This is an optimization exercise on Yosys and OpenROAD, whose aim is small area and few clock cycles, not a production implementation. In this exercise RTL edits were held to simulation tests only and were not proved equivalent to the original. No activity file was given, so power comes from the tool's default toggle rates.

File: design.v
`default_nettype none
package fusion_pkg;
    localparam int WORD_W = 16;
    localparam int ADDR_W = 12;
    localparam logic [7:0] END_MARK = 8'hFF;
    localparam logic [1:0] PH_HDR0 = 2'd0;
    localparam logic [1:0] PH_HDR1 = 2'd1;
    localparam logic [1:0] PH_DATA = 2'd2;
    localparam logic [1:0] PH_DONE = 2'd3;
endpackage
`default_nettype wire
`timescale 1ns/1ns
`default_nettype none
module set_controller
(
    input  logic                             clock,
    input  logic                             reset,
    input  logic                             go_i,
    input  logic [fusion_pkg::WORD_W-1:0]    input_word_i,
    output logic [fusion_pkg::ADDR_W-1:0]    read_addr_o,
    output logic                             cfg_load_o,
    output logic                             data_o,
    output logic                             last_o,
    output logic                             finish_o
);
    logic                          run_q;
    logic [1:0]                    phase_q;
    logic [fusion_pkg::ADDR_W-1:0] addr_q;
    logic [7:0]                    m_cnt_q;
    logic [3:0]                    k_q;
    logic [3:0]                    k_cnt_q;
    logic                          clear;
    logic                          last_word;
    logic                          last_output;
    logic                          end_mark;
    assign clear       = reset || !go_i;
    assign end_mark    = (input_word_i[7:0] == fusion_pkg::END_MARK);
    assign last_word   = (k_cnt_q == 4'd0);
    assign last_output = (m_cnt_q == 8'd1);
    assign read_addr_o = addr_q;
    assign cfg_load_o  = run_q && (phase_q == fusion_pkg::PH_HDR1);
    assign data_o      = run_q && (phase_q == fusion_pkg::PH_DATA);
    assign last_o      = last_word;
    assign finish_o    = run_q && ((phase_q == fusion_pkg::PH_DONE) ||
                                   ((phase_q == fusion_pkg::PH_HDR0) && end_mark));
    always_ff @(posedge clock)
    begin
        if (clear)
        begin
            run_q   <= 1'b0;
            phase_q <= fusion_pkg::PH_HDR0;
            addr_q  <= '0;
        end
        else
        begin
            run_q  <= 1'b1;
            addr_q <= addr_q + 1'b1;
            if (run_q)
            begin
                case (phase_q)
                    fusion_pkg::PH_HDR0:
                        phase_q <= end_mark ? fusion_pkg::PH_DONE : fusion_pkg::PH_HDR1;
                    fusion_pkg::PH_HDR1:
                        phase_q <= (m_cnt_q == 8'd0) ? fusion_pkg::PH_HDR0 : fusion_pkg::PH_DATA;
                    fusion_pkg::PH_DATA:
                        if (last_word && last_output)
                            phase_q <= fusion_pkg::PH_HDR0;
                    default:
                        phase_q <= fusion_pkg::PH_DONE;
                endcase
            end
        end
    end
    always_ff @(posedge clock)
    begin
        if (phase_q == fusion_pkg::PH_HDR0)
            m_cnt_q <= input_word_i[7:0];
        else if ((phase_q == fusion_pkg::PH_DATA) && last_word)
            m_cnt_q <= m_cnt_q - 8'd1;
        if (phase_q == fusion_pkg::PH_HDR1)
        begin
            k_q     <= input_word_i[11:8] - 4'd1;
            k_cnt_q <= input_word_i[11:8] - 4'd1;
        end
        else if (phase_q == fusion_pkg::PH_DATA)
            k_cnt_q <= last_word ? k_q : k_cnt_q - 4'd1;
    end
endmodule
`default_nettype wire
`timescale 1ns/1ns
`default_nettype none
module brick_config
(
    input  logic                             clock,
    input  logic                             cfg_load_i,
    input  logic [fusion_pkg::WORD_W-1:0]    input_word_i,
    output logic                             p8_o,
    output logic                             p4_o
);
    always_ff @(posedge clock)
    begin
        if (cfg_load_i)
        begin
            p8_o <= input_word_i[3];
            p4_o <= input_word_i[2];
        end
    end
endmodule
`default_nettype wire
`timescale 1ns/1ns
`default_nettype none
module brick_array
(
    input  logic [15:0] a,
    input  logic [15:0] b,
    input  logic [15:0] acc,
    input  logic        p8,
    input  logic        p4,
    output logic [15:0] sum
);
    wire p2  = ~(p8 | p4);
    wire p84 = p8 | p4;
    wire p42 = ~p8;
    wire p82 = ~p4;
    wire ga_0_g842 = a[0];
    wire pp0 = ga_0_g842 & b[0];
    wire pp1 = (ga_0_g842 & b[1]) ^ p2;
    wire ga_0_g84 = a[0] & p84;
    wire pp2 = ga_0_g84 & b[2];
    wire pp3 = (ga_0_g84 & b[3]) ^ p4;
    wire ga_0_g8 = a[0] & p8;
    wire pp4 = ga_0_g8 & b[4];
    wire pp5 = ga_0_g8 & b[5];
    wire pp6 = ga_0_g8 & b[6];
    wire pp7 = ~ga_0_g8 | ~b[7];
    wire ga_1_g842 = a[1];
    wire pp8 = (ga_1_g842 & b[0]) ^ p2;
    wire pp9 = ga_1_g842 & b[1];
    wire ga_1_g84 = a[1] & p84;
    wire pp10 = ga_1_g84 & b[2];
    wire pp11 = (ga_1_g84 & b[3]) ^ p4;
    wire ga_1_g8 = a[1] & p8;
    wire pp12 = ga_1_g8 & b[4];
    wire pp13 = ga_1_g8 & b[5];
    wire pp14 = ga_1_g8 & b[6];
    wire pp15 = ~ga_1_g8 | ~b[7];
    wire ga_2_g84 = a[2] & p84;
    wire pp16 = ga_2_g84 & b[0];
    wire pp17 = ga_2_g84 & b[1];
    wire ga_2_g2 = a[2] & p2;
    wire pp18 = ga_2_g2 & b[2];
    wire pp19 = ga_2_g84 & b[2];
    wire pp20 = ~ga_2_g2 | ~b[3];
    wire pp21 = (ga_2_g84 & b[3]) ^ p4;
    wire ga_2_g8 = a[2] & p8;
    wire pp22 = ga_2_g8 & b[4];
    wire pp23 = ga_2_g8 & b[5];
    wire pp24 = ga_2_g8 & b[6];
    wire pp25 = ~ga_2_g8 | ~b[7];
    wire ga_3_g84 = a[3] & p84;
    wire pp26 = (ga_3_g84 & b[0]) ^ p4;
    wire pp27 = (ga_3_g84 & b[1]) ^ p4;
    wire ga_3_g2 = a[3] & p2;
    wire pp28 = ~ga_3_g2 | ~b[2];
    wire pp29 = (ga_3_g84 & b[2]) ^ p4;
    wire pp30 = ga_3_g2 & b[3];
    wire pp31 = ga_3_g84 & b[3];
    wire ga_3_g8 = a[3] & p8;
    wire pp32 = ga_3_g8 & b[4];
    wire pp33 = ga_3_g8 & b[5];
    wire pp34 = ga_3_g8 & b[6];
    wire pp35 = ~ga_3_g8 | ~b[7];
    wire ga_4_g8 = a[4] & p8;
    wire pp36 = ga_4_g8 & b[0];
    wire pp37 = ga_4_g8 & b[1];
    wire pp38 = ga_4_g8 & b[2];
    wire pp39 = ga_4_g8 & b[3];
    wire ga_4_g42 = a[4] & p42;
    wire pp40 = ga_4_g42 & b[4];
    wire pp41 = ga_4_g8 & b[4];
    wire pp42 = (ga_4_g42 & b[5]) ^ p2;
    wire pp43 = ga_4_g8 & b[5];
    wire ga_4_g4 = a[4] & p4;
    wire pp44 = ga_4_g4 & b[6];
    wire pp45 = ga_4_g8 & b[6];
    wire pp46 = ~ga_4_g4 | ~b[7];
    wire pp47 = ~ga_4_g8 | ~b[7];
    wire ga_5_g8 = a[5] & p8;
    wire pp48 = ga_5_g8 & b[0];
    wire pp49 = ga_5_g8 & b[1];
    wire pp50 = ga_5_g8 & b[2];
    wire pp51 = ga_5_g8 & b[3];
    wire ga_5_g42 = a[5] & p42;
    wire pp52 = (ga_5_g42 & b[4]) ^ p2;
    wire pp53 = ga_5_g8 & b[4];
    wire pp54 = ga_5_g42 & b[5];
    wire pp55 = ga_5_g8 & b[5];
    wire ga_5_g4 = a[5] & p4;
    wire pp56 = ga_5_g4 & b[6];
    wire pp57 = ga_5_g8 & b[6];
    wire pp58 = ~ga_5_g4 | ~b[7];
    wire pp59 = ~ga_5_g8 | ~b[7];
    wire ga_6_g8 = a[6] & p8;
    wire pp60 = ga_6_g8 & b[0];
    wire pp61 = ga_6_g8 & b[1];
    wire pp62 = ga_6_g8 & b[2];
    wire pp63 = ga_6_g8 & b[3];
    wire ga_6_g4 = a[6] & p4;
    wire pp64 = ga_6_g4 & b[4];
    wire pp65 = ga_6_g8 & b[4];
    wire pp66 = ga_6_g4 & b[5];
    wire pp67 = ga_6_g8 & b[5];
    wire ga_6_g2 = a[6] & p2;
    wire pp68 = ga_6_g2 & b[6];
    wire pp69 = ga_6_g4 & b[6];
    wire pp70 = ga_6_g8 & b[6];
    wire pp71 = ~ga_6_g2 | ~b[7];
    wire pp72 = ~ga_6_g4 | ~b[7];
    wire pp73 = ~ga_6_g8 | ~b[7];
    wire ga_7_g8 = a[7] & p8;
    wire pp74 = ~ga_7_g8 | ~b[0];
    wire pp75 = ~ga_7_g8 | ~b[1];
    wire pp76 = ~ga_7_g8 | ~b[2];
    wire pp77 = ~ga_7_g8 | ~b[3];
    wire ga_7_g4 = a[7] & p4;
    wire pp78 = ~ga_7_g4 | ~b[4];
    wire pp79 = ~ga_7_g8 | ~b[4];
    wire pp80 = ~ga_7_g4 | ~b[5];
    wire pp81 = ~ga_7_g8 | ~b[5];
    wire ga_7_g2 = a[7] & p2;
    wire pp82 = ~ga_7_g2 | ~b[6];
    wire pp83 = ~ga_7_g4 | ~b[6];
    wire pp84 = ~ga_7_g8 | ~b[6];
    wire pp85 = ga_7_g2 & b[7];
    wire pp86 = ga_7_g4 & b[7];
    wire pp87 = ga_7_g8 & b[7];
    wire ga_8_g842 = a[8];
    wire pp88 = ga_8_g842 & b[8];
    wire pp89 = (ga_8_g842 & b[9]) ^ p2;
    wire ga_8_g84 = a[8] & p84;
    wire pp90 = ga_8_g84 & b[10];
    wire pp91 = (ga_8_g84 & b[11]) ^ p4;
    wire ga_8_g8 = a[8] & p8;
    wire pp92 = ga_8_g8 & b[12];
    wire pp93 = ga_8_g8 & b[13];
    wire pp94 = ga_8_g8 & b[14];
    wire pp95 = ~ga_8_g8 | ~b[15];
    wire ga_9_g842 = a[9];
    wire pp96 = (ga_9_g842 & b[8]) ^ p2;
    wire pp97 = ga_9_g842 & b[9];
    wire ga_9_g84 = a[9] & p84;
    wire pp98 = ga_9_g84 & b[10];
    wire pp99 = (ga_9_g84 & b[11]) ^ p4;
    wire ga_9_g8 = a[9] & p8;
    wire pp100 = ga_9_g8 & b[12];
    wire pp101 = ga_9_g8 & b[13];
    wire pp102 = ga_9_g8 & b[14];
    wire pp103 = ~ga_9_g8 | ~b[15];
    wire ga_10_g84 = a[10] & p84;
    wire pp104 = ga_10_g84 & b[8];
    wire pp105 = ga_10_g84 & b[9];
    wire ga_10_g2 = a[10] & p2;
    wire pp106 = ga_10_g2 & b[10];
    wire pp107 = ga_10_g84 & b[10];
    wire pp108 = ~ga_10_g2 | ~b[11];
    wire pp109 = (ga_10_g84 & b[11]) ^ p4;
    wire ga_10_g8 = a[10] & p8;
    wire pp110 = ga_10_g8 & b[12];
    wire pp111 = ga_10_g8 & b[13];
    wire pp112 = ga_10_g8 & b[14];
    wire pp113 = ~ga_10_g8 | ~b[15];
    wire ga_11_g84 = a[11] & p84;
    wire pp114 = (ga_11_g84 & b[8]) ^ p4;
    wire pp115 = (ga_11_g84 & b[9]) ^ p4;
    wire ga_11_g2 = a[11] & p2;
    wire pp116 = ~ga_11_g2 | ~b[10];
    wire pp117 = (ga_11_g84 & b[10]) ^ p4;
    wire pp118 = ga_11_g2 & b[11];
    wire pp119 = ga_11_g84 & b[11];
    wire ga_11_g8 = a[11] & p8;
    wire pp120 = ga_11_g8 & b[12];
    wire pp121 = ga_11_g8 & b[13];
    wire pp122 = ga_11_g8 & b[14];
    wire pp123 = ~ga_11_g8 | ~b[15];
    wire ga_12_g8 = a[12] & p8;
    wire pp124 = ga_12_g8 & b[8];
    wire pp125 = ga_12_g8 & b[9];
    wire pp126 = ga_12_g8 & b[10];
    wire pp127 = ga_12_g8 & b[11];
    wire ga_12_g42 = a[12] & p42;
    wire pp128 = ga_12_g42 & b[12];
    wire pp129 = ga_12_g8 & b[12];
    wire pp130 = (ga_12_g42 & b[13]) ^ p2;
    wire pp131 = ga_12_g8 & b[13];
    wire ga_12_g4 = a[12] & p4;
    wire pp132 = ga_12_g4 & b[14];
    wire pp133 = ga_12_g8 & b[14];
    wire pp134 = ~ga_12_g4 | ~b[15];
    wire pp135 = ~ga_12_g8 | ~b[15];
    wire ga_13_g8 = a[13] & p8;
    wire pp136 = ga_13_g8 & b[8];
    wire pp137 = ga_13_g8 & b[9];
    wire pp138 = ga_13_g8 & b[10];
    wire pp139 = ga_13_g8 & b[11];
    wire ga_13_g42 = a[13] & p42;
    wire pp140 = (ga_13_g42 & b[12]) ^ p2;
    wire pp141 = ga_13_g8 & b[12];
    wire pp142 = ga_13_g42 & b[13];
    wire pp143 = ga_13_g8 & b[13];
    wire ga_13_g4 = a[13] & p4;
    wire pp144 = ga_13_g4 & b[14];
    wire pp145 = ga_13_g8 & b[14];
    wire pp146 = ~ga_13_g4 | ~b[15];
    wire pp147 = ~ga_13_g8 | ~b[15];
    wire ga_14_g8 = a[14] & p8;
    wire pp148 = ga_14_g8 & b[8];
    wire pp149 = ga_14_g8 & b[9];
    wire pp150 = ga_14_g8 & b[10];
    wire pp151 = ga_14_g8 & b[11];
    wire ga_14_g4 = a[14] & p4;
    wire pp152 = ga_14_g4 & b[12];
    wire pp153 = ga_14_g8 & b[12];
    wire pp154 = ga_14_g4 & b[13];
    wire pp155 = ga_14_g8 & b[13];
    wire ga_14_g2 = a[14] & p2;
    wire pp156 = ga_14_g2 & b[14];
    wire pp157 = ga_14_g4 & b[14];
    wire pp158 = ga_14_g8 & b[14];
    wire pp159 = ~ga_14_g2 | ~b[15];
    wire pp160 = ~ga_14_g4 | ~b[15];
    wire pp161 = ~ga_14_g8 | ~b[15];
    wire ga_15_g8 = a[15] & p8;
    wire pp162 = ~ga_15_g8 | ~b[8];
    wire pp163 = ~ga_15_g8 | ~b[9];
    wire pp164 = ~ga_15_g8 | ~b[10];
    wire pp165 = ~ga_15_g8 | ~b[11];
    wire ga_15_g4 = a[15] & p4;
    wire pp166 = ~ga_15_g4 | ~b[12];
    wire pp167 = ~ga_15_g8 | ~b[12];
    wire pp168 = ~ga_15_g4 | ~b[13];
    wire pp169 = ~ga_15_g8 | ~b[13];
    wire ga_15_g2 = a[15] & p2;
    wire pp170 = ~ga_15_g2 | ~b[14];
    wire pp171 = ~ga_15_g4 | ~b[14];
    wire pp172 = ~ga_15_g8 | ~b[14];
    wire pp173 = ga_15_g2 & b[15];
    wire pp174 = ga_15_g4 & b[15];
    wire pp175 = ga_15_g8 & b[15];
    wire k4 = p84;
    wire k5 = p4;
    wire k8 = p82;
    wire s0 = acc[1] ^ pp20 ^ pp28;
    wire c0 = (acc[1] & pp20) | (acc[1] & pp28) | (pp20 & pp28);
    wire s1 = pp71 ^ pp82 ^ pp108;
    wire c1 = (pp71 & pp82) | (pp71 & pp108) | (pp82 & pp108);
    wire s2 = acc[2] ^ pp2 ^ pp9;
    wire c2 = (acc[2] & pp2) | (acc[2] & pp9) | (pp2 & pp9);
    wire s3 = pp16 ^ pp30 ^ pp44;
    wire c3 = (pp16 & pp30) | (pp16 & pp44) | (pp30 & pp44);
    wire s4 = pp54 ^ pp64 ^ pp85;
    wire c4 = (pp54 & pp64) | (pp54 & pp85) | (pp64 & pp85);
    wire s5 = acc[3] ^ pp10 ^ pp17;
    wire c5 = (acc[3] & pp10) | (acc[3] & pp17) | (pp10 & pp17);
    wire s6 = pp46 ^ pp56 ^ pp66;
    wire c6 = (pp46 & pp56) | (pp46 & pp66) | (pp56 & pp66);
    wire s7 = pp78 ^ pp98 ^ pp105;
    wire c7 = (pp78 & pp98) | (pp78 & pp105) | (pp98 & pp105);
    wire hs0 = pp134 ^ pp144;
    wire hc0 = pp134 & pp144;
    wire s8 = acc[4] ^ k4 ^ pp4;
    wire c8 = (acc[4] & k4) | (acc[4] & pp4) | (k4 & pp4);
    wire s9 = pp19 ^ pp36 ^ pp58;
    wire c9 = (pp19 & pp36) | (pp19 & pp58) | (pp36 & pp58);
    wire s10 = pp69 ^ pp80 ^ pp92;
    wire c10 = (pp69 & pp80) | (pp69 & pp92) | (pp80 & pp92);
    wire s11 = pp107 ^ pp124 ^ pp146;
    wire c11 = (pp107 & pp124) | (pp107 & pp146) | (pp124 & pp146);
    wire hs1 = pp157 ^ pp168;
    wire hc1 = pp157 & pp168;
    wire s12 = acc[5] ^ k5 ^ pp5;
    wire c12 = (acc[5] & k5) | (acc[5] & pp5) | (k5 & pp5);
    wire s13 = pp12 ^ pp37 ^ pp48;
    wire c13 = (pp12 & pp37) | (pp12 & pp48) | (pp37 & pp48);
    wire s14 = pp72 ^ pp83 ^ pp93;
    wire c14 = (pp72 & pp83) | (pp72 & pp93) | (pp83 & pp93);
    wire s15 = pp100 ^ pp125 ^ pp136;
    wire c15 = (pp100 & pp125) | (pp100 & pp136) | (pp125 & pp136);
    wire s16 = pp160 ^ pp171 ^ pp21;
    wire c16 = (pp160 & pp171) | (pp160 & pp21) | (pp171 & pp21);
    wire s17 = acc[6] ^ pp6 ^ pp13;
    wire c17 = (acc[6] & pp6) | (acc[6] & pp13) | (pp6 & pp13);
    wire s18 = pp22 ^ pp31 ^ pp38;
    wire c18 = (pp22 & pp31) | (pp22 & pp38) | (pp31 & pp38);
    wire s19 = pp49 ^ pp60 ^ pp86;
    wire c19 = (pp49 & pp60) | (pp49 & pp86) | (pp60 & pp86);
    wire s20 = pp94 ^ pp101 ^ pp110;
    wire c20 = (pp94 & pp101) | (pp94 & pp110) | (pp101 & pp110);
    wire hs2 = pp119 ^ pp126;
    wire hc2 = pp119 & pp126;
    wire s21 = acc[7] ^ pp7 ^ pp14;
    wire c21 = (acc[7] & pp7) | (acc[7] & pp14) | (pp7 & pp14);
    wire s22 = pp23 ^ pp32 ^ pp39;
    wire c22 = (pp23 & pp32) | (pp23 & pp39) | (pp32 & pp39);
    wire s23 = pp50 ^ pp61 ^ pp74;
    wire c23 = (pp50 & pp61) | (pp50 & pp74) | (pp61 & pp74);
    wire s24 = pp95 ^ pp102 ^ pp111;
    wire c24 = (pp95 & pp102) | (pp95 & pp111) | (pp102 & pp111);
    wire hs3 = pp120 ^ pp127;
    wire hc3 = pp120 & pp127;
    wire s25 = acc[8] ^ k8 ^ pp15;
    wire c25 = (acc[8] & k8) | (acc[8] & pp15) | (k8 & pp15);
    wire s26 = pp24 ^ pp33 ^ pp41;
    wire c26 = (pp24 & pp33) | (pp24 & pp41) | (pp33 & pp41);
    wire s27 = pp51 ^ pp62 ^ pp75;
    wire c27 = (pp51 & pp62) | (pp51 & pp75) | (pp62 & pp75);
    wire s28 = pp103 ^ pp112 ^ pp121;
    wire c28 = (pp103 & pp112) | (pp103 & pp121) | (pp112 & pp121);
    wire s29 = acc[9] ^ pp25 ^ pp34;
    wire c29 = (acc[9] & pp25) | (acc[9] & pp34) | (pp25 & pp34);
    wire s30 = pp43 ^ pp53 ^ pp63;
    wire c30 = (pp43 & pp53) | (pp43 & pp63) | (pp53 & pp63);
    wire s31 = pp116 ^ pp159 ^ pp170;
    wire c31 = (pp116 & pp159) | (pp116 & pp170) | (pp159 & pp170);
    wire s32 = pp1 ^ pp8 ^ pp42;
    wire c32 = (pp1 & pp8) | (pp1 & pp42) | (pp8 & pp42);
    wire s33 = pp90 ^ pp97 ^ pp104;
    wire c33 = (pp90 & pp97) | (pp90 & pp104) | (pp97 & pp104);
    wire s34 = pp118 ^ pp132 ^ pp142;
    wire c34 = (pp118 & pp132) | (pp118 & pp142) | (pp132 & pp142);
    wire s35 = pp152 ^ pp173 ^ c0;
    wire c35 = (pp152 & pp173) | (pp152 & c0) | (pp173 & c0);
    wire s36 = pp154 ^ pp166 ^ pp3;
    wire c36 = (pp154 & pp166) | (pp154 & pp3) | (pp166 & pp3);
    wire s37 = pp26 ^ pp91 ^ pp114;
    wire c37 = (pp26 & pp91) | (pp26 & pp114) | (pp91 & pp114);
    wire s38 = hs0 ^ c2 ^ c3;
    wire c38 = (hs0 & c2) | (hs0 & c3) | (c2 & c3);
    wire hs4 = c4 ^ s5;
    wire hc4 = c4 & s5;
    wire s39 = pp11 ^ pp27 ^ pp99;
    wire c39 = (pp11 & pp27) | (pp11 & pp99) | (pp27 & pp99);
    wire s40 = pp115 ^ hc0 ^ hs1;
    wire c40 = (pp115 & hc0) | (pp115 & hs1) | (hc0 & hs1);
    wire s41 = c5 ^ c6 ^ c7;
    wire c41 = (c5 & c6) | (c5 & c7) | (c6 & c7);
    wire s42 = s8 ^ s9 ^ s10;
    wire c42 = (s8 & s9) | (s8 & s10) | (s9 & s10);
    wire s43 = pp29 ^ pp109 ^ pp117;
    wire c43 = (pp29 & pp109) | (pp29 & pp117) | (pp109 & pp117);
    wire s44 = hc1 ^ c8 ^ c9;
    wire c44 = (hc1 & c8) | (hc1 & c9) | (c8 & c9);
    wire s45 = c10 ^ c11 ^ s12;
    wire c45 = (c10 & c11) | (c10 & s12) | (c11 & s12);
    wire s46 = s13 ^ s14 ^ s15;
    wire c46 = (s13 & s14) | (s13 & s15) | (s14 & s15);
    wire s47 = pp137 ^ pp148 ^ pp174;
    wire c47 = (pp137 & pp148) | (pp137 & pp174) | (pp148 & pp174);
    wire s48 = hs2 ^ c12 ^ c13;
    wire c48 = (hs2 & c12) | (hs2 & c13) | (c12 & c13);
    wire s49 = c14 ^ c15 ^ s17;
    wire c49 = (c14 & c15) | (c14 & s17) | (c15 & s17);
    wire s50 = s18 ^ s19 ^ s20;
    wire c50 = (s18 & s19) | (s18 & s20) | (s19 & s20);
    wire s51 = pp138 ^ pp149 ^ pp162;
    wire c51 = (pp138 & pp149) | (pp138 & pp162) | (pp149 & pp162);
    wire s52 = hc2 ^ hs3 ^ c17;
    wire c52 = (hc2 & hs3) | (hc2 & c17) | (hs3 & c17);
    wire s53 = c18 ^ c19 ^ c20;
    wire c53 = (c18 & c19) | (c18 & c20) | (c19 & c20);
    wire s54 = s21 ^ s22 ^ s23;
    wire c54 = (s21 & s22) | (s21 & s23) | (s22 & s23);
    wire s55 = pp129 ^ pp139 ^ pp150;
    wire c55 = (pp129 & pp139) | (pp129 & pp150) | (pp139 & pp150);
    wire s56 = pp163 ^ hc3 ^ c21;
    wire c56 = (pp163 & hc3) | (pp163 & c21) | (hc3 & c21);
    wire s57 = c22 ^ c23 ^ c24;
    wire c57 = (c22 & c23) | (c22 & c24) | (c23 & c24);
    wire s58 = s25 ^ s26 ^ s27;
    wire c58 = (s25 & s26) | (s25 & s27) | (s26 & s27);
    wire s59 = pp76 ^ pp113 ^ pp122;
    wire c59 = (pp76 & pp113) | (pp76 & pp122) | (pp113 & pp122);
    wire s60 = pp131 ^ pp141 ^ pp151;
    wire c60 = (pp131 & pp141) | (pp131 & pp151) | (pp141 & pp151);
    wire s61 = pp164 ^ c25 ^ c26;
    wire c61 = (pp164 & c25) | (pp164 & c26) | (c25 & c26);
    wire s62 = c27 ^ c28 ^ s29;
    wire c62 = (c27 & c28) | (c27 & s29) | (c28 & s29);
    wire s63 = acc[10] ^ pp35 ^ pp45;
    wire c63 = (acc[10] & pp35) | (acc[10] & pp45) | (pp35 & pp45);
    wire s64 = pp55 ^ pp65 ^ pp77;
    wire c64 = (pp55 & pp65) | (pp55 & pp77) | (pp65 & pp77);
    wire s65 = pp123 ^ pp133 ^ pp143;
    wire c65 = (pp123 & pp133) | (pp123 & pp143) | (pp133 & pp143);
    wire s66 = pp153 ^ pp165 ^ c29;
    wire c66 = (pp153 & pp165) | (pp153 & c29) | (pp165 & c29);
    wire s67 = acc[11] ^ pp47 ^ pp57;
    wire c67 = (acc[11] & pp47) | (acc[11] & pp57) | (pp47 & pp57);
    wire s68 = pp67 ^ pp79 ^ pp135;
    wire c68 = (pp67 & pp79) | (pp67 & pp135) | (pp79 & pp135);
    wire s69 = acc[0] ^ pp0 ^ pp18;
    wire c69 = (acc[0] & pp0) | (acc[0] & pp18) | (pp0 & pp18);
    wire hs5 = pp40 ^ pp68;
    wire hc5 = pp40 & pp68;
    wire s70 = pp52 ^ pp89 ^ pp96;
    wire c70 = (pp52 & pp89) | (pp52 & pp96) | (pp89 & pp96);
    wire s71 = pp130 ^ pp140 ^ s31;
    wire c71 = (pp130 & pp140) | (pp130 & s31) | (pp140 & s31);
    wire hs6 = s0 ^ s1;
    wire hc6 = s0 & s1;
    wire s72 = c31 ^ c1 ^ s33;
    wire c72 = (c31 & c1) | (c31 & s33) | (c1 & s33);
    wire s73 = s34 ^ s2 ^ s3;
    wire c73 = (s34 & s2) | (s34 & s3) | (s2 & s3);
    wire s74 = s4 ^ c32 ^ s35;
    wire c74 = (s4 & c32) | (s4 & s35) | (c32 & s35);
    wire s75 = c33 ^ c34 ^ s6;
    wire c75 = (c33 & c34) | (c33 & s6) | (c34 & s6);
    wire s76 = s7 ^ s36 ^ s37;
    wire c76 = (s7 & s36) | (s7 & s37) | (s36 & s37);
    wire s77 = c35 ^ hs4 ^ s38;
    wire c77 = (c35 & hs4) | (c35 & s38) | (hs4 & s38);
    wire s78 = s11 ^ c36 ^ c37;
    wire c78 = (s11 & c36) | (s11 & c37) | (c36 & c37);
    wire s79 = s39 ^ hc4 ^ c38;
    wire c79 = (s39 & hc4) | (s39 & c38) | (hc4 & c38);
    wire s80 = s40 ^ s41 ^ s42;
    wire c80 = (s40 & s41) | (s40 & s42) | (s41 & s42);
    wire s81 = c39 ^ s43 ^ s16;
    wire c81 = (c39 & s43) | (c39 & s16) | (s43 & s16);
    wire s82 = c40 ^ c41 ^ c42;
    wire c82 = (c40 & c41) | (c40 & c42) | (c41 & c42);
    wire s83 = s44 ^ s45 ^ s46;
    wire c83 = (s44 & s45) | (s44 & s46) | (s45 & s46);
    wire s84 = s47 ^ c43 ^ c16;
    wire c84 = (s47 & c43) | (s47 & c16) | (c43 & c16);
    wire s85 = c44 ^ c45 ^ c46;
    wire c85 = (c44 & c45) | (c44 & c46) | (c45 & c46);
    wire s86 = s48 ^ s49 ^ s50;
    wire c86 = (s48 & s49) | (s48 & s50) | (s49 & s50);
    wire s87 = c47 ^ s51 ^ s24;
    wire c87 = (c47 & s51) | (c47 & s24) | (s51 & s24);
    wire s88 = c48 ^ c49 ^ c50;
    wire c88 = (c48 & c49) | (c48 & c50) | (c49 & c50);
    wire s89 = s52 ^ s53 ^ s54;
    wire c89 = (s52 & s53) | (s52 & s54) | (s53 & s54);
    wire s90 = c51 ^ s55 ^ s28;
    wire c90 = (c51 & s55) | (c51 & s28) | (s55 & s28);
    wire s91 = c52 ^ c53 ^ c54;
    wire c91 = (c52 & c53) | (c52 & c54) | (c53 & c54);
    wire s92 = s56 ^ s57 ^ s58;
    wire c92 = (s56 & s57) | (s56 & s58) | (s57 & s58);
    wire s93 = c55 ^ s59 ^ s60;
    wire c93 = (c55 & s59) | (c55 & s60) | (s59 & s60);
    wire s94 = s30 ^ c56 ^ c57;
    wire c94 = (s30 & c56) | (s30 & c57) | (c56 & c57);
    wire s95 = c58 ^ s61 ^ s62;
    wire c95 = (c58 & s61) | (c58 & s62) | (s61 & s62);
    wire s96 = c59 ^ c60 ^ c30;
    wire c96 = (c59 & c60) | (c59 & c30) | (c60 & c30);
    wire s97 = s63 ^ s64 ^ s65;
    wire c97 = (s63 & s64) | (s63 & s65) | (s64 & s65);
    wire s98 = c61 ^ c62 ^ s66;
    wire c98 = (c61 & c62) | (c61 & s66) | (c62 & s66);
    wire s99 = pp145 ^ pp155 ^ pp167;
    wire c99 = (pp145 & pp155) | (pp145 & pp167) | (pp155 & pp167);
    wire s100 = c63 ^ c64 ^ c65;
    wire c100 = (c63 & c64) | (c63 & c65) | (c64 & c65);
    wire s101 = s67 ^ s68 ^ c66;
    wire c101 = (s67 & s68) | (s67 & c66) | (s68 & c66);
    wire s102 = acc[12] ^ pp59 ^ pp70;
    wire c102 = (acc[12] & pp59) | (acc[12] & pp70) | (pp59 & pp70);
    wire s103 = pp81 ^ pp147 ^ pp158;
    wire c103 = (pp81 & pp147) | (pp81 & pp158) | (pp147 & pp158);
    wire s104 = pp169 ^ c67 ^ c68;
    wire c104 = (pp169 & c67) | (pp169 & c68) | (c67 & c68);
    wire s105 = acc[13] ^ pp73 ^ pp84;
    wire c105 = (acc[13] & pp73) | (acc[13] & pp84) | (pp73 & pp84);
    wire s106 = pp88 ^ pp106 ^ pp128;
    wire c106 = (pp88 & pp106) | (pp88 & pp128) | (pp106 & pp128);
    wire s107 = hc5 ^ c69 ^ s70;
    wire c107 = (hc5 & c69) | (hc5 & s70) | (c69 & s70);
    wire hs7 = s32 ^ hs6;
    wire hc7 = s32 & hs6;
    wire s108 = c70 ^ hc6 ^ c71;
    wire c108 = (c70 & hc6) | (c70 & c71) | (hc6 & c71);
    wire s109 = s72 ^ s73 ^ s74;
    wire c109 = (s72 & s73) | (s72 & s74) | (s73 & s74);
    wire s110 = c72 ^ c73 ^ s75;
    wire c110 = (c72 & c73) | (c72 & s75) | (c73 & s75);
    wire s111 = s76 ^ c74 ^ s77;
    wire c111 = (s76 & c74) | (s76 & s77) | (c74 & s77);
    wire s112 = c75 ^ c76 ^ s78;
    wire c112 = (c75 & c76) | (c75 & s78) | (c76 & s78);
    wire s113 = c77 ^ s79 ^ s80;
    wire c113 = (c77 & s79) | (c77 & s80) | (s79 & s80);
    wire s114 = c78 ^ s81 ^ c79;
    wire c114 = (c78 & s81) | (c78 & c79) | (s81 & c79);
    wire s115 = c80 ^ s82 ^ s83;
    wire c115 = (c80 & s82) | (c80 & s83) | (s82 & s83);
    wire s116 = c81 ^ s84 ^ c82;
    wire c116 = (c81 & s84) | (c81 & c82) | (s84 & c82);
    wire s117 = c83 ^ s85 ^ s86;
    wire c117 = (c83 & s85) | (c83 & s86) | (s85 & s86);
    wire s118 = c84 ^ s87 ^ c85;
    wire c118 = (c84 & s87) | (c84 & c85) | (s87 & c85);
    wire s119 = c86 ^ s88 ^ s89;
    wire c119 = (c86 & s88) | (c86 & s89) | (s88 & s89);
    wire s120 = c87 ^ s90 ^ c88;
    wire c120 = (c87 & s90) | (c87 & c88) | (s90 & c88);
    wire s121 = c89 ^ s91 ^ s92;
    wire c121 = (c89 & s91) | (c89 & s92) | (s91 & s92);
    wire s122 = c90 ^ s93 ^ c91;
    wire c122 = (c90 & s93) | (c90 & c91) | (s93 & c91);
    wire s123 = s94 ^ c92 ^ s95;
    wire c123 = (s94 & c92) | (s94 & s95) | (c92 & s95);
    wire s124 = c93 ^ s96 ^ s97;
    wire c124 = (c93 & s96) | (c93 & s97) | (s96 & s97);
    wire s125 = c94 ^ c95 ^ s98;
    wire c125 = (c94 & c95) | (c94 & s98) | (c95 & s98);
    wire s126 = s99 ^ c96 ^ c97;
    wire c126 = (s99 & c96) | (s99 & c97) | (c96 & c97);
    wire s127 = s100 ^ c98 ^ s101;
    wire c127 = (s100 & c98) | (s100 & s101) | (c98 & s101);
    wire s128 = c99 ^ s102 ^ s103;
    wire c128 = (c99 & s102) | (c99 & s103) | (s102 & s103);
    wire s129 = c100 ^ s104 ^ c101;
    wire c129 = (c100 & s104) | (c100 & c101) | (s104 & c101);
    wire s130 = pp161 ^ pp172 ^ c102;
    wire c130 = (pp161 & pp172) | (pp161 & c102) | (pp172 & c102);
    wire s131 = c103 ^ s105 ^ c104;
    wire c131 = (c103 & s105) | (c103 & c104) | (s105 & c104);
    wire s132 = acc[14] ^ pp87 ^ pp175;
    wire c132 = (acc[14] & pp87) | (acc[14] & pp175) | (pp87 & pp175);
    wire hs8 = pp156 ^ hs5;
    wire hc8 = pp156 & hs5;
    wire s133 = c106 ^ s71 ^ hs7;
    wire c133 = (c106 & s71) | (c106 & hs7) | (s71 & hs7);
    wire s134 = hc7 ^ c107 ^ s108;
    wire c134 = (hc7 & c107) | (hc7 & s108) | (c107 & s108);
    wire s135 = c108 ^ s110 ^ c109;
    wire c135 = (c108 & s110) | (c108 & c109) | (s110 & c109);
    wire s136 = c110 ^ s112 ^ c111;
    wire c136 = (c110 & s112) | (c110 & c111) | (s112 & c111);
    wire s137 = c112 ^ s114 ^ c113;
    wire c137 = (c112 & s114) | (c112 & c113) | (s114 & c113);
    wire s138 = c114 ^ s116 ^ c115;
    wire c138 = (c114 & s116) | (c114 & c115) | (s116 & c115);
    wire s139 = c116 ^ s118 ^ c117;
    wire c139 = (c116 & s118) | (c116 & c117) | (s118 & c117);
    wire s140 = c118 ^ s120 ^ c119;
    wire c140 = (c118 & s120) | (c118 & c119) | (s120 & c119);
    wire s141 = c120 ^ s122 ^ c121;
    wire c141 = (c120 & s122) | (c120 & c121) | (s122 & c121);
    wire s142 = s124 ^ c122 ^ c123;
    wire c142 = (s124 & c122) | (s124 & c123) | (c122 & c123);
    wire s143 = c124 ^ s126 ^ c125;
    wire c143 = (c124 & s126) | (c124 & c125) | (s126 & c125);
    wire s144 = s128 ^ c126 ^ c127;
    wire c144 = (s128 & c126) | (s128 & c127) | (c126 & c127);
    wire s145 = c128 ^ s130 ^ s131;
    wire c145 = (c128 & s130) | (c128 & s131) | (s130 & s131);
    wire s146 = c105 ^ s132 ^ c130;
    wire c146 = (c105 & s132) | (c105 & c130) | (s132 & c130);
    wire hs9 = s106 ^ s69;
    wire hc9 = s106 & s69;
    wire s147 = hc8 ^ s107 ^ s133;
    wire c147 = (hc8 & s107) | (hc8 & s133) | (s107 & s133);
    wire s148 = c133 ^ s134 ^ s109;
    wire c148 = (c133 & s134) | (c133 & s109) | (s134 & s109);
    wire s149 = c134 ^ s111 ^ s135;
    wire c149 = (c134 & s111) | (c134 & s135) | (s111 & s135);
    wire s150 = s113 ^ c135 ^ s136;
    wire c150 = (s113 & c135) | (s113 & s136) | (c135 & s136);
    wire s151 = s115 ^ c136 ^ s137;
    wire c151 = (s115 & c136) | (s115 & s137) | (c136 & s137);
    wire s152 = s117 ^ c137 ^ s138;
    wire c152 = (s117 & c137) | (s117 & s138) | (c137 & s138);
    wire s153 = s119 ^ c138 ^ s139;
    wire c153 = (s119 & c138) | (s119 & s139) | (c138 & s139);
    wire s154 = s121 ^ c139 ^ s140;
    wire c154 = (s121 & c139) | (s121 & s140) | (c139 & s140);
    wire s155 = s123 ^ c140 ^ s141;
    wire c155 = (s123 & c140) | (s123 & s141) | (c140 & s141);
    wire s156 = s125 ^ c141 ^ s142;
    wire c156 = (s125 & c141) | (s125 & s142) | (c141 & s142);
    wire s157 = s127 ^ c142 ^ s143;
    wire c157 = (s127 & c142) | (s127 & s143) | (c142 & s143);
    wire s158 = s129 ^ c143 ^ s144;
    wire c158 = (s129 & c143) | (s129 & s144) | (c143 & s144);
    wire s159 = c129 ^ s145 ^ c144;
    wire c159 = (c129 & s145) | (c129 & c144) | (s145 & c144);
    wire s160 = c131 ^ s146 ^ c145;
    wire c160 = (c131 & s146) | (c131 & c145) | (s146 & c145);
    wire s161 = acc[15] ^ c132 ^ c146;
    wire [15:0] row0 = {c160, c159, c158, c157, c156, c155, c154, c153, c152, c151, c150, c149, c148, c147, hc9, hs9};
    wire [15:0] row1 = {s161, s160, s159, s158, s157, s156, s155, s154, s153, s152, s151, s150, s149, s148, s147, hs8};
    assign sum = row0 + row1;
endmodule
`default_nettype wire
`timescale 1ns/1ns
`default_nettype none
module output_accumulator
(
    input  logic                             clock,
    input  logic                             reset,
    input  logic                             go_i,
    input  logic                             data_i,
    input  logic                             last_i,
    input  logic [fusion_pkg::WORD_W-1:0]    sum_i,
    output logic [fusion_pkg::WORD_W-1:0]    acc_o,
    output logic [fusion_pkg::ADDR_W-1:0]    out_addr_o,
    output logic [fusion_pkg::WORD_W-1:0]    out_data_o,
    output logic                             out_write_o
);
    logic [fusion_pkg::WORD_W-1:0] acc_q;
    logic [fusion_pkg::ADDR_W-1:0] addr_q;
    logic                          write_q;
    logic                          cont_q;
    assign acc_o = cont_q ? acc_q : '0;
    always_ff @(posedge clock)
    begin
        acc_q  <= sum_i;
        cont_q <= data_i && !last_i;
        if (reset || !go_i)
        begin
            addr_q  <= '0;
            write_q <= 1'b0;
        end
        else
        begin
            write_q <= data_i && last_i;
            addr_q  <= addr_q + {11'd0, write_q};
        end
    end
    assign out_addr_o  = addr_q;
    assign out_data_o  = acc_q;
    assign out_write_o = write_q;
endmodule
`default_nettype wire
`timescale 1ns/1ns
`default_nettype none
module fusion_sequencer_top
(
    input  logic        clock,
    input  logic        reset,
    input  logic        go_i,
    input  logic [15:0] input_word_i,
    input  logic [15:0] weight_word_i,
    output logic [11:0] input_addr_o,
    output logic [11:0] weight_addr_o,
    output logic [11:0] out_addr_o,
    output logic [15:0] out_data_o,
    output logic        out_write_o,
    output logic        finish_o
);
    logic [fusion_pkg::ADDR_W-1:0] read_addr;
    logic                          cfg_load;
    logic                          data;
    logic                          last;
    logic                          p8;
    logic                          p4;
    logic [fusion_pkg::WORD_W-1:0] acc;
    logic [fusion_pkg::WORD_W-1:0] sum;
    assign input_addr_o  = read_addr;
    assign weight_addr_o = read_addr;
    set_controller set_controller_inst (
        .clock        (clock),
        .reset        (reset),
        .go_i         (go_i),
        .input_word_i (input_word_i),
        .read_addr_o  (read_addr),
        .cfg_load_o   (cfg_load),
        .data_o       (data),
        .last_o       (last),
        .finish_o     (finish_o)
    );
    brick_config brick_config_inst (
        .clock        (clock),
        .cfg_load_i   (cfg_load),
        .input_word_i (input_word_i),
        .p8_o         (p8),
        .p4_o         (p4)
    );
    brick_array brick_array_inst (
        .a   (input_word_i),
        .b   (weight_word_i),
        .acc (acc),
        .p8  (p8),
        .p4  (p4),
        .sum (sum)
    );
    output_accumulator output_accumulator_inst (
        .clock       (clock),
        .reset       (reset),
        .go_i        (go_i),
        .data_i      (data),
        .last_i      (last),
        .sum_i       (sum),
        .acc_o       (acc),
        .out_addr_o  (out_addr_o),
        .out_data_o  (out_data_o),
        .out_write_o (out_write_o)
    );
endmodule
`default_nettype wire
File: flow/run.sh
#!/bin/bash
# The standard layout, except that Yosys's generic synthesis skips its quick
# ABC pass (synth -noabc), so that extract_fa still sees the adder tree as
# written and maps it to full adders without inverters between them. The
# technology-mapping ABC pass later in the script runs as usual.
set -euo pipefail
sed 's/yosys synth -nofsm -noshare /yosys synth -nofsm -noshare -noabc /' synth_recipe.tcl > flow_synth.tcl
grep -q -- '-noabc' flow_synth.tcl
sed "s#SYNTH_SCRIPT=[^ ]*#SYNTH_SCRIPT=$PWD/flow_synth.tcl#" standard.sh > flow_standard.sh
# Port buffers: a plain buf_2 on each input and output port
export BUFFER_PORTS_ARGS="-buffer_cell sky130_fd_sc_hd__buf_2"
# Clock tree: smaller clock buffers and larger sink clusters
export CTS_ARGS="-sink_clustering_enable -repair_clock_nets -buf_list {sky130_fd_sc_hd__clkbuf_8} -sink_clustering_size 40 -sink_clustering_max_diameter 150 -dont_use_dummy_load"
bash flow_standard.sh > flow_standard.log 2>&1
File: standard.sh
#!/bin/bash
# synth_recipe.tcl (not shown) runs the flow's synth.tcl, then flattens the netlist and writes it again
# the make line also repeats each setting of config.mk as NAME=value (left out here)
make -C /OpenROAD-flow-scripts/flow DESIGN_CONFIG=/design/flow/config.mk WORK_HOME=/design/flow/orfs CLKGATE_MAP_FILE= SYNTH_SCRIPT=/design/flow/synth_recipe.tcl "${@:-finish}"
File: config.mk
export PLATFORM = sky130hd
export DESIGN_NAME = fusion_sequencer_top
export DESIGN_NICKNAME = fusion_sequencer_top
export VERILOG_FILES = /design/flow/design.v
export SDC_FILE = /design/flow/constraint.sdc
export NUM_CORES = 4
export LEC_CHECK = 0
export CAP_MARGIN = 20
export CORE_MARGIN = 2
export CORE_UTILIZATION = 70
export SLEW_MARGIN = 20
File: constraint.sdc
create_clock -name core_clock -period 6.0 [get_ports {clock}]
set_input_delay 1.2000 -clock core_clock [delete_from_list [all_inputs] [get_ports {clock}]]
set_output_delay 1.2000 -clock core_clock [all_outputs]
set_load 0.01 [all_outputs]
==> out/qor.csv, run 1 <==
stage,metric,value,unit
grt,GRT Total Usage,35.7,%
die,core area,11400,um^2
run_status,status,no timing/DRC/antenna violations,
worst_setup_path,cell mode on critical path,fa_1,
yosys,cells taking the most area after synthesis,"fa_1 40%, dfxtp_1 11%, and3_1 8.0%, edfxtp_1 6.6%, ha_1 5.5%",
die,DIE AREA,12500,um^2
min_path,WHS Path Cells,1,
worst_setup_path,Crit path required time,6.28,ns
worst_setup_path,Worst Path Max Fanout,8,
yosys,largest area contributor in the netlist,fa_1,
worst_setup_path,cells on worst reg2reg path,16,
yosys,"count leader, synth",fa_1,
cts,H-tree levels,3,
yosys,Post-Syn Area,8160,um^2
place,GP Congestion,1.05,
grt,global-route wire length before repair,34100,um
route,vias per cell,6.32,
route,number of remaining DRC errors,0,
yosys,Syn Area/Cell,10.4,um^2
cts,post-CTS setup buffers,0,
route,Iter 0 DRT Violations,547,
place,dpl cell area,8820,um^2
min_path,worst hold path class,register to register,
sta,Final Hold Vio Count,0,
yosys,"top cells by count, synth","162 x fa_1, 104 x and3_1, 66 x nand2_1",
place,Post-DP HPWL,17100,um
sta,# setup viols final,0,
layout,fillcell total,775,
worst_setup_path,worst-path cell chain,buf_2 -> nand3_1 -> fa_1 -> fa_1 -> fa_1 -> fa_1 -> fa_1 -> fa_1 -> ha_1 -> and3_1 -> a221oi_2 -> buf_4 -> o211ai_1 -> a31oi_1 -> xnor2_1,
worst_setup_path,CP max-delay cell,fa_1,
place,IO Port Bufs,88,
cts,clk latency of the worst-skew pair,0.36,ns
yosys,cell count after synthesis,786,
layout,area of the multi-input gates,6360,um^2
route,routed length per instance,20.8,um
yosys,yosys warns,3,
pwr,Pleak,0.00424,uW
cts,Num CTS Buffers,9,
layout,Final Instance Area,8940,um^2
yosys,Post-synth top flop,dfxtp_1,
sta,Final Critical Period,5.71,ns
layout,Register Area,1440,um^2
route,via count,6336,
worst_setup_path,critical path arrival,5.99,ns
pwr,maximum VDD drop,749,uV
die,height of the die,112,um
layout,P&R area growth vs syn,9.53,%
cts,Post-CTS Resized,0,
yosys,Seq cells post-synth,63,
cts,Clock Tree Root,clkbuf_8,
sta,Pins Over Slew Limit,0,
yosys,"Distinct cells, synth",47,
worst_setup_path,critical path class,primary input to register,
yosys,asr flop ratio synth,0,%
grt,pin count of the biggest net entering global routing,94,
cts,clk buf depth,2,
route,Routed WL,20900,um
worst_setup_path,Setup crit start kind,primary input,
cts,clock sink count,63,
yosys,"EDFF count, synth",18,
die,Starting Density,71.5,%
sta,RSZ-0062 raised after global routing,false,
run,total of max-cap violations,0,
die,placement row count,39,
sta,setup_tns,0,ns
sta,worst slew pin tran,0.978,ns
worst_setup_path,biggest cell delay along the critical path,0.59,ns
layout,layout cells sized above 1,18.6,%
sta,Worst Skew,0.0218,ns
grt,grt ovf,0,
grt,initial antenna violation count,0,
yosys,post-synthesis sequential area ratio,17.7,%
route,ANT nets after route,0,
cts,CTS tree,yes,
layout,ANT cells,0,
sta,Slew headroom,34.8,%
cts,clk slew on worst S/H paths,0.08,ns
worst_setup_path,Critical Path Sink Type,register,
pwr,Power per Cell Area,403,nW/um^2
yosys,Synthesized Nets,1019,
die,Die Span X,112,um
die,Ports,89,
sta,final critical-path share of the clock period,95.1,%
grt,vias in the first global route,6660,
sta,max frequency,0.175,GHz
route,Initial DRT Pass Iterations,6,
cts,# hold bufs at CTS,0,
yosys,Synth top area share,39.7,%
layout,layout net count,1095,
layout make-up:
class | instances | share of cell area [%]
flip-flops and latches | 63 | 16.1
repair buffers | 129 | 8.51
clock buffers | 9 | 1.39
multi-input cells | 639 | 71.1
inverters | 20 | 0.840
well taps | 143 | 2.00
metrics by stage:
| stage | hold slack [ns] | util (%) | worst slack [ns] | std cells | total power (uW) |
|---|---|---|---|---|---|
| after CTS | 0.494 | 78.3 | 0.304 | 1003 | 3620 |
| after global placement | 0.448 | 77.2 | 0.00964 | 994 | 3200 |
| after global routing | 0.539 | 78.3 | 0.104 | 1003 | 3970 |
| final | 0.497 | 78.3 | 0.295 | 1003 | 3610 |
| after detailed placement | 0.474 | 77.2 | -0.0727 | 994 | 3320 |
| after floorplan | 0.469 | - | 0.0322 | 786 | 2550 |
cell usage in the layout (no fill, tap or decap), types with 3 or more instances in the layout:
master / Yosys / routed
fa_1: 162 / 162
and3_1: 104 / 104
buf_2: 0 / 88
nand2_1: 66 / 66
dfxtp_1: 45 / 45
nor2_1: 41 / 41
nand3_1: 40 / 40
buf_4: 12 / 40
ha_1: 36 / 36
a21oi_1: 27 / 27
xnor2_1: 27 / 27
and2_1: 25 / 25
inv_1: 20 / 20
o21ai_0: 19 / 19
xor2_1: 18 / 18
edfxtp_1: 18 / 18
mux2_2: 14 / 14
a21o_1: 9 / 9
clkbuf_8: 0 / 9
nor3_1: 6 / 6
or3_1: 5 / 5
o211ai_1: 4 / 4
nor2b_1: 3 / 3
a211oi_1: 3 / 3
o21a_1: 3 / 3
sequential cells by signal (all words and copies together), names as in the netlist:
name,flops
brick_config_inst.p4_o,1
brick_config_inst.p8_o,1
output_accumulator_inst.acc_q,16
output_accumulator_inst.addr_q,12
output_accumulator_inst.cont_q,1
output_accumulator_inst.write_q,1
set_controller_inst.addr_q,12
set_controller_inst.k_cnt_q,4
set_controller_inst.k_q,4
set_controller_inst.m_cnt_q,8
set_controller_inst.phase_q,2
set_controller_inst.run_q,1
path summary, 6_finish.rpt:
check                                            from                                         to  slack [ns]
max                                  weight_word_i[7]  output_accumulator_inst.acc_q[14]$_DFF_P_        0.29
min          set_controller_inst.addr_q[0]$_SDFF_PP0_   set_controller_inst.addr_q[0]$_SDFF_PP0_        0.50
min reg2reg  set_controller_inst.addr_q[0]$_SDFF_PP0_   set_controller_inst.addr_q[0]$_SDFF_PP0_        0.50
max reg2reg          brick_config_inst.p8_o$_DFFE_PP_  output_accumulator_inst.acc_q[14]$_DFF_P_        0.51
logic make-up (layout without fill, tap and decap cells):
logic type	count (synthesis)	after routing	share of synthesized area, %
AOI/OAI and AO/OA	76	76	5.84
xor gates and xnor gates	46	46	5.10
adders and majority gates	198	198	45.2
buffers and inverters	84	158	4.41
DFF	63	63	17.7
muxes	15	15	2.05
and+or+nand+nor	304	304	19.7
per-layer routing:
layer / part of all wire, % / vias up / track usage [%] / routed length (um)
met4: 5.2 / 0 / 16.3 / 1090
met5: 0 / - / 0 / 0
met3: 10 / 79 / 8.66 / 2180
met1: 36 / 3131 / 46.7 / 7560
li1: - / 2773 / - / -
met2: 48 / 353 / 57.1 / 10000
where the power goes:
group | switching [uW] | internal [uW] | leakage (uW)
registers | 43.1 | 551 | 0.000544
clock network | 155 | 133 | 0.0000647
logic | 1430 | 1300 | 0.00363
total | 1620 | 1980 | 0.00424
worst max-delay path: cells and delay by family:
family | cells | cell delay [ns]
buf+inv | 2 | 0.38
xor+xnor | 1 | 0.13
simple gates | 2 | 0.35
compound gates | 3 | 0.56
fa+ha+maj | 7 | 3.36
Testbench counts, summed over its fixed seeds: cycles 26,114.
==> inputs of run 2 (changes only) <==
--- a/design.v
+++ b/design.v
@@ -80,7 +80,6 @@
         if (phase_q == fusion_pkg::PH_HDR1)
-        begin
-            k_q     <= input_word_i[11:8] - 4'd1;
+            k_q <= input_word_i[11:8] - 4'd1;
+        if (phase_q == fusion_pkg::PH_HDR1)
             k_cnt_q <= input_word_i[11:8] - 4'd1;
-        end
-        else if (phase_q == fusion_pkg::PH_DATA)
+        else
             k_cnt_q <= last_word ? k_q : k_cnt_q - 4'd1;
--- a/flow/run.sh
+++ b/flow/run.sh
@@ -11,4 +11,4 @@
 export BUFFER_PORTS_ARGS="-buffer_cell sky130_fd_sc_hd__buf_2"
-# Clock tree: smaller clock buffers and larger sink clusters
-export CTS_ARGS="-sink_clustering_enable -repair_clock_nets -buf_list {sky130_fd_sc_hd__clkbuf_8} -sink_clustering_size 40 -sink_clustering_max_diameter 150 -dont_use_dummy_load"
+# Clock tree: small clock buffers, no dummy loads
+export CTS_ARGS="-sink_clustering_enable -repair_clock_nets -buf_list {sky130_fd_sc_hd__clkbuf_4} -dont_use_dummy_load"
 bash flow_standard.sh > flow_standard.log 2>&1
==> run 2 against run 1 <==
Still clean on timing, DRC and antenna. Sequential cell count unchanged. Utilization increased by 2.4 points. Worst hold slack improved by 0.0071 ns. Count of clock-buffer cells in the layout unchanged. Synthesized cell count unchanged. Via count increased by 1.5%. Worst setup slack got worse by 0.067 ns. Cell count increased by 4.5%. Sequential power increased by 2%. Register-to-register slack got worse by 0.20 ns. Global-route usage increased by 0.35 points. Largest cell class unchanged. Largest power group unchanged.
==> out/qor.csv, run 2 <==
stage,metric,value,unit
run_status,status,no timing/DRC/antenna violations,
worst_setup_path,crit path launch,weight_word_i[6],
die,Die Span X,112,um
place,IO Port Bufs,88,
die,core area,11400,um^2
cts,H-tree levels,3,
yosys,Synth top area share,40.0,%
yosys,largest area contributor in the netlist,fa_1,
yosys,cell count after synthesis,786,
yosys,"top cells by count, synth","162 x fa_1, 104 x and3_1, 63 x nand2_1",
worst_setup_path,critical path class,primary input to register,
die,DIE AREA,12400,um^2
die,placement row count,39,
yosys,cells taking the most area after synthesis,"fa_1 40%, dfxtp_1 12%, and3_1 8.0%, ha_1 5.6%, edfxtp_1 5.2%",
worst_setup_path,cell mode on critical path,fa_1,
sta,Slew headroom,37.9,%
layout,"most common cell after layout, fill and taps aside",fa_1,
route,Iter 0 DRT Violations,631,
worst_setup_path,r2r startpoint,brick_config_inst.p4_o$_DFFE_PP_,
route,via count,6428,
yosys,Seq cells post-synth,63,
worst_setup_path,Critical Path Sink Type,register,
worst_setup_path,cells on worst reg2reg path,16,
run,total of max-cap violations,0,
sta,Final Critical Period,5.77,ns
layout,Regs by FF count,"output_accumulator_inst.acc_q x16, output_accumulator_inst.addr_q x12, set_controller_inst.addr_q x12",
cts,CTS tree,yes,
yosys,Post-Syn Area,8100,um^2
worst_setup_path,worst-path cell chain,buf_2 -> and3_1 -> fa_1 -> fa_1 -> fa_1 -> fa_1 -> fa_1 -> fa_1 -> ha_1 -> o21a_1 -> o21a_1 -> a211oi_2 -> o211ai_1 -> a21oi_2 -> xnor2_1,
place,dpl cell area,9110,um^2
grt,pin count of the biggest net entering global routing,44,
route,ANT nets after route,0,
yosys,Post-synth top flop,dfxtp_1,
layout,most frequent cells in the layout,"162 x fa_1, 104 x and3_1, 88 x buf_2",
sta,Final Hold Vio Count,0,
yosys,Syn Area/Cell,10.3,um^2
layout,max reg flops,16,
yosys,yosys warns,3,
grt,grt ovf,0,
sta,final critical-path share of the clock period,96.2,%
route,Initial DRT Pass Iterations,6,
route,Routed WL,21000,um
yosys,"count leader, synth",fa_1,
pwr,maximum VDD drop,818,uV
grt,vias in the first global route,6700,
layout,largest register by flop count,output_accumulator_inst.acc_q,
worst_setup_path,Crit path required time,6.39,ns
yosys,"Distinct cells, synth",44,
sta,# setup viols final,0,
layout,layout cells sized above 1,22.7,%
worst_setup_path,biggest cell delay along the critical path,0.54,ns
sta,Worst Skew,0.0147,ns
min_path,worst hold path class,register to register,
cts,clk buf depth,2,
die,height of the die,112,um
layout,Register Area,1400,um^2
yosys,Synthesized Nets,1019,
layout,fillcell total,719,
sta,Pins Over Slew Limit,0,
die,Ports,89,
grt,global-route wire length before repair,34400,um
yosys,asr flop ratio synth,0,%
layout,layout net count,1139,
worst_setup_path,CP max-delay cell,fa_1,
place,Post-DP HPWL,17500,um
layout,area of the multi-input gates,6320,um^2
cts,clk slew on worst S/H paths,0.10,ns
route,number of remaining DRC errors,0,
worst_setup_path,Reg2Reg Setup Slack,0.31,ns
cts,Num CTS Buffers,9,
sta,setup_tns,0,ns
yosys,"EDFF count, synth",14,
pwr,Pleak,0.00440,uW
pwr,Power per Cell Area,421,nW/um^2
layout,Finished Core Util,80.8,%
worst_setup_path,Critical R2R Capture,output_accumulator_inst.acc_q[15]$_DFF_P_,
sta,max frequency,0.173,GHz
cts,clock sink count,63,
worst_setup_path,Setup crit start kind,primary input,
place,GP Congestion,1.04,
cts,Clock Tree Root,clkbuf_4,
cts,clk latency of the worst-skew pair,0.46,ns
grt,GRT Total Usage,36.0,%
layout,P&R area growth vs syn,13.4,%
worst_setup_path,Worst Path Max Fanout,13,
yosys,post-synthesis sequential area ratio,17.3,%
sta,worst slew pin tran,0.932,ns
route,routed length per instance,20.1,um
layout,Final Instance Area,9180,um^2
route,vias per cell,6.13,
worst_setup_path,critical path arrival,6.16,ns
grt,initial antenna violation count,1,
die,Starting Density,71.2,%
sta,RSZ-0062 raised after global routing,false,
worst_setup_path,Setup crit end,output_accumulator_inst.acc_q[15]$_DFF_P_,
-- run 2: cell count changes after synthesis, moves of 3 or more --
| cell | change |
|---|---|
| nor2_1 | +9 |
| a21oi_1 | -6 |
| xnor2_1 | +7 |
| nand3_1 | +5 |
| nand2_1 | -3 |
| o21ai_0 | -6 |
| or3_1 | -3 |
| dfxtp_1 | +4 |
| xor2_1 | -3 |
| inv_1 | +5 |
| edfxtp_1 | -4 |
| a21o_1 | -4 |
| clkbuf_1 | +3 |
| buf_1 | -3 |
-- run 2: cell families after synthesis --
kind of cell,after synthesis,synth area share [%]
buf+inv,89,4.68
mux,15,2.05
simple gates,308,19.6
flops,63,17.3
fa+ha+maj,198,45.6
compound gates,64,5.47
xor+xnor,49,5.30
-- run 2: per-stage QoR --
step           worst slack [ns]  total power, uW  cells  hold slack, ns
3_3_place_gp             -0.126             3530   1038           0.457
5_1_grt                 0.00708             4260   1048           0.560
2_1_floorplan           0.00130             2720    786           0.450
4_1_cts                   0.142             3880   1047           0.510
6_report                  0.228             3870   1048           0.504
3_5_place_dp             -0.214             3630   1038           0.497
-- run 2: per-layer routing --
| layer | vias to the layer above | track usage (%) | wire length, um |
|---|---|---|---|
| met5 | - | 0 | 0 |
| met4 | 0 | 20.7 | 1300 |
| met3 | 104 | 6.59 | 1700 |
| met2 | 346 | 57.5 | 10300 |
| met1 | 3141 | 46.9 | 7720 |
| li1 | 2837 | - | - |
-- run 2: worst min path at each step --
stage                                        startpoint                                  endpoint  cells past startpoint
3_3_place_gp   set_controller_inst.addr_q[0]$_SDFF_PP0_  set_controller_inst.addr_q[0]$_SDFF_PP0_                      1
4_1_cts               set_controller_inst.run_q$_DFF_P_    output_accumulator_inst.cont_q$_DFF_P_                      2
3_5_place_dp          set_controller_inst.run_q$_DFF_P_    output_accumulator_inst.cont_q$_DFF_P_                      2
6_report              set_controller_inst.run_q$_DFF_P_    output_accumulator_inst.cont_q$_DFF_P_                      2
2_1_floorplan         set_controller_inst.run_q$_DFF_P_    output_accumulator_inst.cont_q$_DFF_P_                      2
5_1_grt               set_controller_inst.run_q$_DFF_P_    output_accumulator_inst.cont_q$_DFF_P_                      2
-- run 2: area by class of cell --
type                            count  area share [%]
Clock buffer                        9           0.736
Antenna cell                        1          0.0273
Multi-Input combinational cell    634            68.9
Tap cell                          143            1.95
Inverter                           25            1.02
Sequential cell                    63            15.3
Timing Repair Buffer              173            12.2
-- run 2: critical path, delay by kind of cell --
kind            cells  cell delay, ns
buf+inv             1            0.23
simple gates        1            0.22
compound gates      5            1.07
xor+xnor            1            0.12
fa+ha+maj           7            3.32
-- run 2: where the power goes --
part           internal, uW  switching, uW
Clock                  69.3            150
Combinational          1520           1530
Sequential              555           48.9
-- run 2: repair_timing --
item / in CTS / in global routing
hold buffers: 0 / 0
resized for setup: 0 / 1
buffers inserted: 0 / 0
endpoints found under the setup margin: 0 / 5
Testbench counts of run 2, summed over its fixed seeds: cycles 26,114.
==> inputs of run 3 (changes only) <==
--- a/config.mk
+++ b/config.mk
@@ -10,2 +10,4 @@
 export CORE_UTILIZATION = 70
+export GPL_ROUTABILITY_DRIVEN = 0
+export GPL_TIMING_DRIVEN = 0
 export SLEW_MARGIN = 20
==> run 3 against run 2 <==
Maximum frequency decreased by 0.64%. Worst setup slack worse by 0.037 ns. Critical path type unchanged. Count of clock-buffer cells in the layout is the same. Die area did not move. Cell area decreased by 3.6%. First-iteration DRC count grew 40%. Sequential cell count unchanged. Non-clock buffer count down 36. Clock power barely moved. Via count grew 1.2%.
==> out/qor.csv, run 3 <==
stage,metric,value,unit
pwr,Pleak,0.00415,uW
sta,Final Hold Vio Count,0,
grt,global-route wire length before repair,34700,um
route,met2 WL post-DR,10100,um
place,Setup Slack @ Placement,-0.807,ns
worst_setup_path,Reg2Reg Setup Slack,0.27,ns
layout,Regs by FF count,"output_accumulator_inst.acc_q x16, output_accumulator_inst.addr_q x12, set_controller_inst.addr_q x12",
worst_setup_path,Worst Path Max Fanout,10,
worst_setup_path,Setup crit start kind,primary input,
place,Post-DP HPWL,17300,um
worst_setup_path,critical path arrival,6.18,ns
route,via count,6508,
yosys,Syn Area/Cell,10.3,um^2
yosys,"EDFF count, synth",14,
die,Ports,89,
yosys,asr flop ratio synth,0,%
sta,fin worst setup slack,0.190,ns
route,vias per cell,6.42,
layout,layout cells sized above 1,18.1,%
yosys,cell count after synthesis,786,
sta,max frequency,0.172,GHz
worst_setup_path,critical path class,primary input to register,
die,Die Span X,112,um
sta,final critical-path share of the clock period,96.8,%
cts,clock sink count,63,
route,routed length per instance,21.3,um
route,number of remaining DRC errors,0,
layout,"non-filler cells, final",1014,
layout,P&R area growth vs syn,9.31,%
worst_setup_path,Crit path required time,6.37,ns
route,ANT nets after route,0,
grt,pin count of the biggest net entering global routing,15,
worst_setup_path,Critical Path Sink Type,register,
yosys,Seq cells post-synth,63,
yosys,Synth top area share,40.0,%
cts,Num CTS Buffers,9,
grt,vias in the first global route,6836,
sta,worst slew pin tran,0.602,ns
die,height of the die,112,um
cts,# hold bufs at CTS,0,
cts,clk slew on worst S/H paths,0.11,ns
yosys,Synthesized Nets,1019,
layout,"most common cell after layout, fill and taps aside",fa_1,
yosys,"count leader, synth",fa_1,
sta,Final Critical Period,5.81,ns
die,Starting Density,71.2,%
sta,Pins Over Slew Limit,0,
place,IO Port Bufs,81,
worst_setup_path,cell mode on critical path,fa_1,
sta,RSZ-0062 raised after global routing,false,
grt,initial antenna violation count,2,
sta,# setup viols final,0,
grt,grt ovf,0,
sta,Worst Skew,0.0302,ns
layout,max reg flops,16,
route,Iter 0 DRT Violations,882,
yosys,"top cells by count, synth","162 x fa_1, 104 x and3_1, 63 x nand2_1",
sta,Slew headroom,59.9,%
pwr,Power per Cell Area,424,nW/um^2
cts,clk latency of the worst-skew pair,0.45,ns
yosys,Post-synth top flop,dfxtp_1,
route,uppermost layer routed,met4,
route,Met1 Wirelength,7560,um
yosys,yosys warns,3,
yosys,Post-Syn Area,8100,um^2
run,total of max-cap violations,0,
worst_setup_path,worst-path cell chain,buf_2 -> clkbuf_4 -> and3_1 -> fa_1 -> fa_1 -> fa_1 -> fa_1 -> fa_1 -> fa_1 -> ha_2 -> o21a_1 -> o21a_1 -> a211oi_4 -> o211ai_1 -> a21oi_2 -> xnor2_1,
worst_setup_path,CP max-delay cell,fa_1,
worst_setup_path,biggest cell delay along the critical path,0.57,ns
min_path,worst hold path class,register to register,
layout,largest register by flop count,output_accumulator_inst.acc_q,
cts,Clock Tree Root,clkbuf_4,
die,core area,11400,um^2
yosys,post-synthesis sequential area ratio,17.3,%
worst_setup_path,crit path buf inv count,2,
die,placement row count,39,
cts,CTS tree,yes,
route,Routed WL,21600,um
yosys,"Distinct cells, synth",44,
place,Post-Place Cells,1010,
run_status,status,no timing/DRC/antenna violations,
route,Initial DRT Pass Iterations,9,
pwr,maximum VDD drop,711,uV
layout,layout net count,1103,
die,DIE AREA,12400,um^2
route,DR WL met3,2380,um
yosys,cells taking the most area after synthesis,"fa_1 40%, dfxtp_1 12%, and3_1 8.0%, ha_1 5.6%, edfxtp_1 5.2%",
cts,H-tree levels,3,
pwr,power consumption,3760,uW
worst_setup_path,critical path's top delay family,adder cells,
yosys,largest area contributor in the netlist,fa_1,
cts,clk buf depth,2,
layout,most frequent cells in the layout,"162 x fa_1, 104 x and3_1, 81 x buf_2",
grt,GRT Total Usage,36.5,%
## run 3: path summary, 6_finish.rpt
kind | depth (start not counted) | endpoint | startpoint
max reg2reg | 16 | output_accumulator_inst.acc_q[15]$_DFF_P_ | brick_config_inst.p8_o$_DFFE_PP_
min | 2 | output_accumulator_inst.write_q$_SDFF_PP0_ | set_controller_inst.run_q$_DFF_P_
min reg2reg | 2 | output_accumulator_inst.write_q$_SDFF_PP0_ | set_controller_inst.run_q$_DFF_P_
max | 16 | output_accumulator_inst.acc_q[15]$_DFF_P_ | weight_word_i[5]
## run 3: tightest hold or removal path, delay by kind of cell, from the launching register on
kind             cells  cell delay (ns)
AND/OR/NAND/NOR      2             0.13
flip-flops           1             0.34
## run 3: logic make-up after synthesis
kind of cell | count (synthesis) | share of synthesized area [%]
multiplexers | 15 | 2.05
AO/OA/AOI/OAI | 64 | 5.47
XOR/XNOR | 49 | 5.30
flip-flops | 63 | 17.3
adder cells (fa/ha/maj) | 198 | 45.6
AND/OR/NAND/NOR | 308 | 19.6
buffers and inverters | 89 | 4.68
## run 3: per-layer routing
metal	global-route usage [%]	vias up
met5	0	-
met4	22.9	0
met3	8.33	141
met2	56.1	480
met1	47.6	3127
li1	-	2760
## run 3: layout make-up
class,instances,area [um^2]
Antenna cell,3,7.51
Fill cell,785,2510
Clock buffer,9,67.6
Sequential cell,63,1400
Tap cell,143,179
Multi-Input combinational cell,634,6380
Buffer,54,304
Timing Repair Buffer,83,423
Inverter,25,93.8
## run 3: power by group
| group | switching (uW) | total [uW] | internal (uW) |
|---|---|---|---|
| Clock | 153 | 222 | 69.5 |
| Combinational | 1600 | 2930 | 1330 |
| Sequential | 45.9 | 601 | 555 |
## run 3: timing repair
| action | 4_1_cts | 5_1_grt |
|---|---|---|
| buffers inserted | 0 | 2 |
| pin swaps | 0 | 9 |
| gates resized for setup | 13 | 51 |
| endpoints found under the setup margin | 7 | 7 |
| hold endpoints to repair | 0 | 0 |
## run 3: stage by stage
stage                     hold slack [ns]  TNS, ns  utilization, %  area [um^2]
after floorplan                     0.450        0               -         8100
after global placement              0.470    -5.11            76.4         8690
after detailed placement            0.488    -5.60            76.4         8690
after CTS                           0.469        0            76.8         8740
after global routing                0.516        0            77.9         8850
final                               0.474        0            77.9         8850

==> what the ideal ports hide <==
The flow's constraints put no driver on any port. The routed layouts listed below were extracted and timed again, unchanged, in two steps.
Step 1 sets driving cells, clkbuf_16 on the clock port and buf_2 on the other inputs (assumed; they add their load-dependent delay and slew).
Step 2, shift: input delay + t, output delay - t, t = (earliest + latest rising clock arrival at the registers) / 2. This alone moves slack from input paths to output paths.
Slacks: no drivers / after step 1 / after step 2; pairs: no drivers / after step 1.
| run | shift t [ns] | setup WS [ns] | hold slack, ns | latest minus earliest clock arrival (ns) | slew at the worst register clock pin (ns) |
|---|---|---|---|---|---|
| run 1 | 0.389 | 0.295 / 0.310 / -0.079 | 0.497 / 0.497 / 0.497 | 0.022 / 0.022 | 0.08 / 0.08 |
| run 2 | 0.489 | 0.228 / 0.248 / -0.241 | 0.504 / 0.504 / 0.504 | 0.015 / 0.015 | 0.10 / 0.10 |
| run 3 | 0.474 | 0.190 / 0.190 / -0.284 | 0.474 / 0.474 / 0.474 | 0.030 / 0.031 | 0.12 / 0.12 |
Met with ideal ports but missed after step 2: setup timing in every run listed. For run 3, which loses most, drivers alone change the setup slack by 0.000 ns; drivers and shift together by -0.474 ns.
